This design comes from an exercise in tuning for small area on the open sky130 flow, not from production work. The RTL was checked by simulation tests, not by an equivalence proof against the original design. Power is estimated from default activity; no workload was simulated.

// pytxscobufctrl
module pytxscobufctrl #(
    parameter int AW = 6
) (
    input  logic          clk_6M,
    input  logic          rstz,
    input  logic          tsco_p,
    input  logic          bsm_we,
    input  logic [31:0]   bsm_din,
    input  logic          bsm_flush,
    input  logic          lnctrl_cs,
    input  logic [AW-1:0] lnctrl_addr,
    output logic [31:0]   lnctrl_dout,
    output logic [AW:0]   tx_len,
    output logic          tx_valid,
    output logic [AW:0]   fill_cnt,
    output logic          fill_full,
    output logic          underrun_p,
    output logic          overrun_p
);
    localparam int DEPTH = 2 ** AW;
    localparam int WB = 4;    
    localparam logic [AW:0] DEPTH_W = (AW+1)'(DEPTH);
    logic [31:0] a_q [0:DEPTH-1];
    logic [31:0] b_q [0:DEPTH-1];
    logic [31:0] a_d [0:DEPTH-1];
    logic [31:0] b_d [0:DEPTH-1];
    logic          ph_reg;
    logic [AW:0]   wptr_reg;
    logic [AW:0]   tx_len_reg;
    logic          tx_valid_reg;
    logic [31:0]   dout_reg;
    logic          underrun_reg;
    logic          overrun_reg;
    logic          wr_ok;
    logic [AW:0]   len_now;
    logic          swap;
    logic          underrun;
    logic          rd_hit;
    logic          a_hold;
    logic          b_keep;
    logic [31:0]   din_x;
    logic [AW:0]   rd_pos;
    logic [DEPTH-1:0]    rd_sel_n;
    logic [32*DEPTH-1:0] rd_data;
    logic [31:0]   rd_or_n;
    assign fill_full = (wptr_reg == DEPTH_W);
    assign fill_cnt  = wptr_reg;
    assign wr_ok    = bsm_we & ~fill_full & ~bsm_flush;
    assign len_now  = wptr_reg + {{AW{1'b0}}, wr_ok};
    assign swap     = tsco_p & ~bsm_flush & (len_now != '0);
    assign underrun = tsco_p & ~swap;
    assign rd_hit   = tx_valid_reg & ({1'b0, lnctrl_addr} < tx_len_reg);
    assign a_hold = ~wr_ok & (wptr_reg != '0);
    assign b_keep = ~swap & tx_valid_reg;
    assign din_x  = bsm_din ^ {32{ph_reg}};
    for (genvar w = 0; w < DEPTH; w++) begin : g_word
        for (genvar j = 0; j < 32 / WB; j++) begin : g_sl
            if (w == 0) begin : g_first
                txsco_oai22 #(.W(WB)) u_a (.s(wr_ok), .b(a_q[w][WB*j +: WB]), .k(a_hold),
                                           .a(din_x[WB*j +: WB]), .y(a_d[w][WB*j +: WB]));
            end else begin : g_rest
                txsco_oai22 #(.W(WB)) u_a (.s(wr_ok), .b(a_q[w][WB*j +: WB]), .k(a_hold),
  ...
For scale: roughly 4100 flip-flops, about 120000 um2 of cells after synthesis.
export LEC_CHECK = 0
export CAP_MARGIN = 20
export CORE_MARGIN = 2
export CORE_UTILIZATION = 65
export CTS_CLUSTER_DIAMETER = 80
export CTS_CLUSTER_SIZE = 30
export SETUP_SLACK_MARGIN = 0.3
export SLEW_MARGIN = 20
export SYNTH_HIERARCHICAL = 1
export SYNTH_MINIMUM_KEEP_SIZE = 0
create_clock -name core_clock -period 6.0 [get_ports {clk_6M}]
run.sh (not shown) runs the stock make flow with config.mk's settings and CLKGATE_MAP_FILE= SYNTH_SCRIPT=/design/flow/synth_recipe.tcl, a recipe that flattens the netlist after the stock synthesis.
The baseline completed with no timing, DRC or antenna violations.
==> next run, changes <==
CORE_UTILIZATION = 80   (was 65)
Effect:
- The new run finished with timing, DRC and antenna clean
- fmax came out higher by 4.6%
- synthesized cell count stays the same
- global-route usage came out higher by 9.5 points
- non-clock buffer count came out higher by 42
- register-to-register slack improves by 0.61 ns
- via count came out higher by 4.8%
- utilization came out higher by 16 points
- total power came out higher by 0.96%


## JK
Starting RTL as in the previous note.
==> flow/config.mk <==
export PLATFORM = sky130hd
export DESIGN_NAME = pytxscobufctrl
export DESIGN_NICKNAME = pytxscobufctrl
export VERILOG_FILES = /design/flow/design.v
export SDC_FILE = /design/flow/constraint.sdc
export NUM_CORES = 4
export LEC_CHECK = 0
export CAP_MARGIN = 20
export CORE_MARGIN = 2
export CORE_UTILIZATION = 65
export CTS_CLUSTER_DIAMETER = 70
export CTS_CLUSTER_SIZE = 25
export SETUP_SLACK_MARGIN = 0.3
export SLEW_MARGIN = 20
export SYNTH_HIERARCHICAL = 1
export SYNTH_MINIMUM_KEEP_SIZE = 0
==> flow/constraint.sdc <==
create_clock -name core_clock -period 6.0 [get_ports {clk_6M}]
set_input_delay 1.2000 -clock core_clock [delete_from_list [all_inputs] [get_ports {clk_6M}]]
set_output_delay 1.2000 -clock core_clock [all_outputs]
set_load 0.01 [all_outputs]
--- input diff JK..MS ---
# JK
export LEC_CHECK = 0
export CAP_MARGIN = 20
export CORE_MARGIN = 2
export CORE_UTILIZATION = 65
export CTS_CLUSTER_DIAMETER = 70
export CTS_CLUSTER_SIZE = 25
export SETUP_SLACK_MARGIN = 0.3
export SLEW_MARGIN = 20
export SYNTH_HIERARCHICAL = 1
export SYNTH_MINIMUM_KEEP_SIZE = 0
create_clock -name core_clock -period 6.0 [get_ports {clk_6M}]
# MS
export LEC_CHECK = 0
export CAP_MARGIN = 20
export CORE_MARGIN = 2
export CORE_UTILIZATION = 65
export CTS_CLUSTER_DIAMETER = 80
export CTS_CLUSTER_SIZE = 30
export GPL_TIMING_DRIVEN = 0
export SETUP_SLACK_MARGIN = 0.3
export SLEW_MARGIN = 20
export SYNTH_HIERARCHICAL = 1
export SYNTH_MINIMUM_KEEP_SIZE = 0
create_clock -name core_clock -period 6.0 [get_ports {clk_6M}]
==> comparison <==
For the power share of the clock group, MS came in 1.6 points lower than JK did. Compared to JK, MS has final worst hold slack 32 ps higher. Taking JK as the reference, in MS total leakage power increased about 5%; wire length after detailed routing picked up an extra about 5.4%.

## separate check: timing with driven ports
In the flow no input, the clock included, has a driving cell. The finished layouts below were timed again as built, in two steps. Step 1 (the two cells are an assumption about what drives the block):
set clk [get_ports {clk_6M}]
set_driving_cell -lib_cell sky130_fd_sc_hd__clkbuf_16 $clk
set_driving_cell -lib_cell sky130_fd_sc_hd__buf_2 [delete_from_list [all_inputs] $clk]
Step 2 moves the port delays by t, midway between the first and last clock arrival at a register: inputs arrive t later, outputs are due t later. That takes back most of the time a late clock gives input paths. Slacks: no drivers / after step 1 / after step 2; pairs: no drivers / after step 1.
| run | shift t [ns] | slack for setup (ns) | worst setup path after step 2 | worst register clock-pin slew, ns |
|---|---|---|---|---|
| the first run of note 1 | 0.960 | 0.206 / 0.206 / -0.551 | input to register | 0.11 / 0.11 |
| the second run of note 1 | 0.945 | 0.460 / 0.522 / -0.423 | input to register | 0.12 / 0.12 |
| JK | 0.969 | 0.367 / 0.367 / -0.475 | input to register | 0.10 / 0.10 |
| MS | 0.948 | 0.188 / 0.188 / -0.691 | input to register | 0.12 / 0.12 |
With both steps, setup timing fails in every run listed, where it was met with ideal ports. The setup slack of the second run of note 1, which loses most, moves by +0.062 ns with the drivers and by -0.883 ns with both steps.
